This is an optimization exercise on Yosys and OpenROAD, whose aim is small area, not a production implementation.
RTL that was checked went through simulation tests only; none was proved equivalent to the original.
No activity file was given, so power comes from the tool's default toggle rates.

Design fire_seek_mode_sequencer, start of the top module:
module fire_seek_mode_sequencer (
    input  logic        i_clk,
    input  logic        i_rst_n,
    input  logic        i_in_valid,
    output logic        i_in_ready,
    input  logic        i_in_operation,
    input  logic [9:0]  i_in_distance_cm,
    input  logic [31:0] i_in_now_tick,
    input  logic [1:0]  i_in_random_pick,
    input  logic        i_cfg_valid,
    output logic        i_cfg_ready,
    input  logic [2:0]  i_cfg_index,
    input  logic [15:0] i_cfg_data,
    output logic        o_out_valid,
    input  logic        o_out_ready,
    output logic [7:0]  o_out_servo_angle,
    output logic [2:0]  o_out_motion,
    output logic        o_out_fan_on,
    output logic [2:0]  o_out_mode,
    output logic        o_out_fire_seen,
    output logic        o_out_fire_near
);
export LEC_CHECK = 0
export ABC_AREA = 1
export CAP_MARGIN = 20
export CORE_MARGIN = 2
export CORE_UTILIZATION = 40
export SLEW_MARGIN = 20
create_clock -name core_clock -period 10.0 [get_ports {i_clk}]
standard.sh (not shown) runs the stock make flow with config.mk's settings and CLKGATE_MAP_FILE= SYNTH_SCRIPT=/design/flow/synth_recipe.tcl, a recipe that flattens the netlist after the stock synthesis.
==> flow/flow/run.sh <==
#!/bin/bash
# Layout flow: the standard flow (standard synthesis unchanged), with two changes:
#  - ports are buffered with the smallest buffer instead of the default delay-buffer choice
#  - the clock tree uses clkbuf_8 buffers and no dummy load cells
# Each tool's full output stays in orfs/logs/ (ORFS writes one log per step), and the
# make output goes to flow.log in this folder.
set -uo pipefail
export BUFFER_PORTS_ARGS="-buffer_cell sky130_fd_sc_hd__buf_1"
export CTS_ARGS="-repair_clock_nets -buf_list sky130_fd_sc_hd__clkbuf_8 -dont_use_dummy_load"
bash standard.sh finish > flow.log 2>&1
rc=$?
tail -20 flow.log
exit $rc
Rerun with:
--- a/flow/flow/run.sh
+++ b/flow/flow/run.sh
@@ -9 +9 @@
-export CTS_ARGS="-repair_clock_nets -buf_list sky130_fd_sc_hd__clkbuf_8 -dont_use_dummy_load"
+export CTS_ARGS="-sink_clustering_enable -repair_clock_nets -buf_list sky130_fd_sc_hd__clkbuf_8 -dont_use_dummy_load"
Settings changed: CORE_UTILIZATION 40 to 50, PLACE_DENSITY set to 0.75.
What happened:
- register-to-register slack gains 0.03 ns
- fmax rises by 0.39%
- worst setup slack gains 0.032 ns
- cell area falls by 0.64%
- critical path depth falls by 10
- combinational power barely changes
- via count rises by 2.2%
- clock skew rises by 0.0093 ns
- non-clock buffer count rises by 1
Rerun with:
Settings changed: CORE_UTILIZATION 50 to 60, PLACE_DENSITY 0.75 to unset.
Global-route usage came out higher by 4.7 points.
Clock skew came out higher by 0.0067 ns.
Die area came out lower by 16%.
Routed wire length came out lower by 1.3%.
Count of clock-buffer cells in the layout stays the same.
Worst setup slack improves by 0.034 ns.
Hold slack degrades by 0.0044 ns.
Cell area came out lower by 0.78%.
Power stays flat.

---

Another version of the RTL of fire_seek_mode_sequencer (not shown whole).
For scale: ~1200 cells after synthesis, roughly 190 flip-flops, roughly 89 I/O pins.
==> flow/config.mk <==
export PLATFORM = sky130hd
export DESIGN_NAME = fire_seek_mode_sequencer
export DESIGN_NICKNAME = fire_seek_mode_sequencer
export VERILOG_FILES = /design/flow/design.v
export SDC_FILE = /design/flow/constraint.sdc
export NUM_CORES = 4
export LEC_CHECK = 0
export CAP_MARGIN = 20
export CORE_MARGIN = 2
export CORE_UTILIZATION = 40
export SLEW_MARGIN = 20
==> flow/constraint.sdc <==
create_clock -name core_clock -period 10.0 [get_ports {i_clk}]
set_input_delay 2.0000 -clock core_clock [delete_from_list [all_inputs] [get_ports {i_clk}]]
set_output_delay 2.0000 -clock core_clock [all_outputs]
set_load 0.01 [all_outputs]
run.sh (not shown) runs the stock make flow with config.mk's settings and CLKGATE_MAP_FILE= SYNTH_SCRIPT=/design/flow/synth_recipe.tcl, a recipe that flattens the netlist after the stock synthesis.
Stock flow here: none of the scripts above is used.
The starting point finished with timing, DRC and antenna clean.
Edit:
CTS_BUF_LIST = sky130_fd_sc_hd__clkbuf_8   (was unset)
After rerunning: The new run ran to the end with no violations. Final area decreases by 1.4%. Core utilization decreases by 0.67 points. Synthesized cell count is unchanged. Synthesized area stays the same.
No functional check of the RTL was part of any run of this note.

---

The RTL this note starts from:
==> flow/design.v <==
module fsms_core (
    input  logic        i_clk,
    input  logic        i_rst_n,
    input  logic        i_accept,
    input  logic        i_operation,
    input  logic [9:0]  i_distance_cm,
    input  logic [31:0] i_now_tick,
    input  logic [1:0]  i_random_pick,
    input  logic [9:0]  i_detect_limit,
    input  logic [9:0]  i_stop_limit,
    input  logic [15:0] i_patrol_period,
    input  logic [15:0] i_fan_max,
    input  logic [15:0] i_pause_len,
    input  logic [15:0] i_turn_len,
    input  logic [7:0]  i_right_sector,
    input  logic [7:0]  i_left_sector,
    output logic [7:0]  o_servo_angle,
    output logic [2:0]  o_motion,
    output logic        o_fan_on,
    output logic [2:0]  o_mode,
    output logic        o_fire_seen,
    output logic        o_fire_near
);
    localparam logic [2:0] MODE_PATROL   = 3'd0;
    localparam logic [2:0] MODE_PAUSE    = 3'd1;
    localparam logic [2:0] MODE_TURN     = 3'd2;
    localparam logic [2:0] MODE_APPROACH = 3'd3;
    localparam logic [2:0] MODE_FAN      = 3'd4;
    logic [2:0]  r_mode;
    logic        r_flag;       
    logic        r_scan;
    logic [4:0]  r_tens;       
    logic        r_sweep_up;
    logic [9:0]  r_range;
    logic [1:0]  r_pick;       
    logic        r_fresh;      
    logic [31:0] r_patrol_dl;
    logic [31:0] r_timer;      
    logic        r_seen;
    logic        r_near;
    logic        is_patrol, is_pause, is_turn, is_app, is_fan;
    logic [9:0]  n_range;
    logic        seen, near, lost, far;
    logic [31:0] ref_tick, diff, addend, sum;
    logic [15:0] len;
    logic        due, done;
    logic [7:0]  angle;
    logic        sec_r, sec_l;
    logic        hold90;
    assign is_patrol = (r_mode == MODE_PATROL);
    assign is_pause  = !r_mode[2] && !r_mode[1] && r_mode[0];
    assign is_turn   = r_mode[1] && !r_mode[0];
    assign is_app    = r_mode[1] && r_mode[0];
    assign is_fan    = r_mode[2];
    assign n_range = i_operation ? r_range : i_distance_cm;
    assign seen    = n_range <= i_detect_limit;
    assign near    = n_range <= i_stop_limit;
    assign lost    = !seen;
    assign far     = !near;
    assign ref_tick = is_patrol ? (r_fresh ? 32'd0 : r_patrol_dl) : r_timer;
    assign diff     = i_now_tick - ref_tick;
    assign due      = !diff[31];
    assign len      = is_pause ? i_pause_len : i_fan_max;
    assign done     = (diff[31:16] != 16'd0) || (diff[15:0] >= len);
    assign addend = {16'd0, (is_patrol && lost) ? i_patrol_period : (is_pause ? i_turn_len : 16'd0)};
    assign sum    = i_now_tick + addend;
    assign angle = {r_tens, 3'b000} + {2'b00, r_tens, 1'b0};
    assign sec_r = angle < i_right_sector;
    assign sec_l = angle > i_left_sector;
    assign hold90 = is_fan || (is_app && r_flag);
    always_ff @(posedge i_clk) begin
        if (!i_rst_n) begin
            r_mode     <= MODE_PATROL;
            r_flag     <= 1'b0;
            r_scan     <= 1'b1;
            r_tens     <= 5'd0;
            r_sweep_up <= 1'b1;
            r_range    <= 10'd999;
            r_fresh    <= 1'b1;
        end else if (i_accept) begin
            if (i_operation) begin
                case (r_mode)
                    MODE_PATROL: begin
                        r_scan <= lost;
                        if (lost) begin
                            r_flag <= due || !r_fresh;
                            if (due) r_fresh <= 1'b0;
                        end else begin
                            r_flag <= 1'b0;
                            r_mode <= MODE_PAUSE;
                        end
                    end
                    MODE_PAUSE: begin
                        if (lost) begin
                            r_mode <= MODE_PATROL;
                        end else if (done) begin
                            r_flag <= sec_r;
                            r_mode <= (sec_r || sec_l) ? MODE_TURN : MODE_APPROACH;
                        end
                    end
                    MODE_TURN: begin
                        if (lost || due) r_flag <= 1'b0;
                        if (lost) r_mode <= MODE_PATROL;
                        else if (due) r_mode <= MODE_APPROACH;
                    end
                    MODE_APPROACH: begin
                        r_flag <= !lost && far;
                        if (lost) begin
                            r_scan <= 1'b1;
                            r_mode <= MODE_PATROL;
                        end else if (!far) begin
                            r_mode <= MODE_FAN;
                        end
                    end
                    default: begin
                        if (done || lost) begin
                            r_scan <= 1'b1;
                            r_mode <= MODE_PATROL;
                        end
                    end
                endcase
            end else begin
                r_range <= i_distance_cm;
                if (r_scan) begin
                    if (r_sweep_up) begin
                        if (r_tens >= 5'd17) begin
                            r_tens     <= 5'd18;
                            r_sweep_up <= 1'b0;
                        end else begin
                            r_tens <= r_tens + 5'd1;
                        end
                    end else begin
                        if (r_tens <= 5'd1) begin
                            r_tens     <= 5'd0;
                            r_sweep_up <= 1'b1;
                        end else begin
                            r_tens <= r_tens - 5'd1;
                        end
                    end
                end else if (hold90) begin
                    r_tens <= 5'd9;
                end
            end
        end
    end
    always_ff @(posedge i_clk) begin
        if (i_accept && i_operation) begin
            if (is_patrol && lost && due) begin
                r_pick      <= i_random_pick;
                r_patrol_dl <= sum;
            end
            if ((is_patrol && !lost) || (is_pause && !lost && done && (sec_r || sec_l))
                || (is_app && !lost && !far))
                r_timer <= sum;
        end
    end
    always_ff @(posedge i_clk) begin
        if (i_accept) begin
            r_seen <= seen;
            r_near <= near;
        end
    end
    assign o_servo_angle = angle;
    assign o_mode        = r_mode;
    assign o_fan_on      = is_fan;
    assign o_fire_seen   = r_seen;
    assign o_fire_near   = r_near;
    always_comb begin
        if (is_turn)      o_motion = r_flag ? 3'd4 : 3'd3;
        else if (!r_flag) o_motion = 3'd0;
        else if (is_app)  o_motion = 3'd5;
        else              o_motion = {1'b0, r_pick} + 3'd1;
    end
endmodule
module fire_seek_mode_sequencer (
    input  logic        i_clk,
    input  logic        i_rst_n,
    input  logic        i_in_valid,
    output logic        i_in_ready,
    input  logic        i_in_operation,
    input  logic [9:0]  i_in_distance_cm,
    input  logic [31:0] i_in_now_tick,
    input  logic [1:0]  i_in_random_pick,
    input  logic        i_cfg_valid,
    output logic        i_cfg_ready,
    input  logic [2:0]  i_cfg_index,
    input  logic [15:0] i_cfg_data,
    output logic        o_out_valid,
    input  logic        o_out_ready,
    output logic [7:0]  o_out_servo_angle,
    output logic [2:0]  o_out_motion,
    output logic        o_out_fan_on,
    output logic [2:0]  o_out_mode,
    output logic        o_out_fire_seen,
    output logic        o_out_fire_near
);
    logic [9:0]  r_detect_limit;
    logic [9:0]  r_stop_limit;
    logic [15:0] r_patrol_period;
    logic [15:0] r_fan_max;
    logic [15:0] r_pause_len;
    logic [15:0] r_turn_len;
    logic [7:0]  r_right_sector;
    logic [7:0]  r_left_sector;
    logic        r_out_valid;
    logic        in_acc;
    assign i_in_ready  = !r_out_valid || o_out_ready;
    assign in_acc      = i_in_valid && i_in_ready;
    assign i_cfg_ready = 1'b1;
    always_ff @(posedge i_clk) begin
        if (!i_rst_n) begin
            r_detect_limit  <= 10'd300;
            r_stop_limit    <= 10'd50;
            r_patrol_period <= 16'd3000;
            r_fan_max       <= 16'd5000;
            r_pause_len     <= 16'd300;
            r_turn_len      <= 16'd1308;
            r_right_sector  <= 8'd60;
            r_left_sector   <= 8'd120;
        end else if (i_cfg_valid) begin
            case (i_cfg_index)
                3'd0: r_detect_limit  <= i_cfg_data[9:0];
                3'd1: r_stop_limit    <= i_cfg_data[9:0];
                3'd2: r_patrol_period <= i_cfg_data;
                3'd3: r_fan_max       <= i_cfg_data;
                3'd4: r_pause_len     <= i_cfg_data;
                3'd5: r_turn_len      <= i_cfg_data;
                3'd6: r_right_sector  <= i_cfg_data[7:0];
                default: r_left_sector <= i_cfg_data[7:0];
            endcase
        end
    end
    always_ff @(posedge i_clk) begin
        if (!i_rst_n)         r_out_valid <= 1'b0;
        else if (in_acc)      r_out_valid <= 1'b1;
        else if (o_out_ready) r_out_valid <= 1'b0;
    end
    fsms_core u_core (
        .i_clk           (i_clk),
        .i_rst_n         (i_rst_n),
        .i_accept        (in_acc),
        .i_operation     (i_in_operation),
        .i_distance_cm   (i_in_distance_cm),
        .i_now_tick      (i_in_now_tick),
        .i_random_pick   (i_in_random_pick),
        .i_detect_limit  (r_detect_limit),
        .i_stop_limit    (r_stop_limit),
        .i_patrol_period (r_patrol_period),
        .i_fan_max       (r_fan_max),
        .i_pause_len     (r_pause_len),
        .i_turn_len      (r_turn_len),
        .i_right_sector  (r_right_sector),
        .i_left_sector   (r_left_sector),
        .o_servo_angle   (o_out_servo_angle),
        .o_motion        (o_out_motion),
        .o_fan_on        (o_out_fan_on),
        .o_mode          (o_out_mode),
        .o_fire_seen     (o_out_fire_seen),
        .o_fire_near     (o_out_fire_near)
    );
    assign o_out_valid = r_out_valid;
endmodule
Settings: LEC_CHECK=0, CAP_MARGIN=20, CORE_MARGIN=2, CORE_UTILIZATION=70, SLEW_MARGIN=20; clock period 10.0 ns.
The baseline passed the timing, design-rule and antenna checks.
Next try:
Settings changed: CORE_UTILIZATION 70 to 40.
Outcome: Global-route usage goes down by 14 points; cell count increases by 10%; synthesized area does not change; worst hold slack hardly moves; combinational power drops by about 2%; worst setup slack gets worse by 260 ps; total power rose by 2.0%; critical path depth shrinks by 1; utilization is lower by 34 points; wire length rose by 2.8%; design area is higher by 1.9%.

-- re-timing with driven ports --
The results above use ideal ports. As a check the final layouts listed here were re-extracted and re-timed, cells and wires unchanged. Step 1 assumes that a clkbuf_16 drives the clock port and a buf_2 every other input. Step 2 also shifts input and output timing later by t, the mid clock arrival at the registers, as if the neighbouring blocks saw the same clock. a / b / c = ideal ports / drivers / drivers and shift; a / b = the first two.
run | shift t [ns] | setup slack, ns | worst hold slack (ns) | slew at the worst register clock pin (ns) | worst slew at a driven data input, ns
the first run of note 1 | 0.493 | 1.772 / 1.772 / 1.746 | 0.511 / 0.511 / 0.511 | 0.11 / 0.11 | 0.07
the second run of note 1 | 0.500 | 1.804 / 1.804 / 1.721 | 0.510 / 0.510 / 0.510 | 0.11 / 0.11 | 0.07
the third run of note 1 | 0.498 | 1.839 / 1.839 / 1.755 | 0.506 / 0.506 / 0.506 | 0.13 / 0.13 | 0.06
the first run of note 2 | 0.483 | 0.336 / 0.336 / 0.336 | 0.451 / 0.451 / 0.451 | 0.08 / 0.08 | 0.07
the second run of note 2 | 0.514 | 0.364 / 0.364 / 0.364 | 0.456 / 0.456 / 0.456 | 0.11 / 0.11 | 0.07
the first run of note 3 | 0.482 | 1.977 / 2.000 / 1.518 | 0.456 / 0.456 / 0.456 | 0.07 / 0.07 | 0.05
the second run of note 3 | 0.489 | 1.719 / 1.740 / 1.250 | 0.454 / 0.454 / 0.454 | 0.08 / 0.08 | 0.06
After both steps every run listed still meets setup and hold. The setup slack of the second run of note 3, which loses most, moves by +0.021 ns with the drivers and by -0.469 ns with both steps.
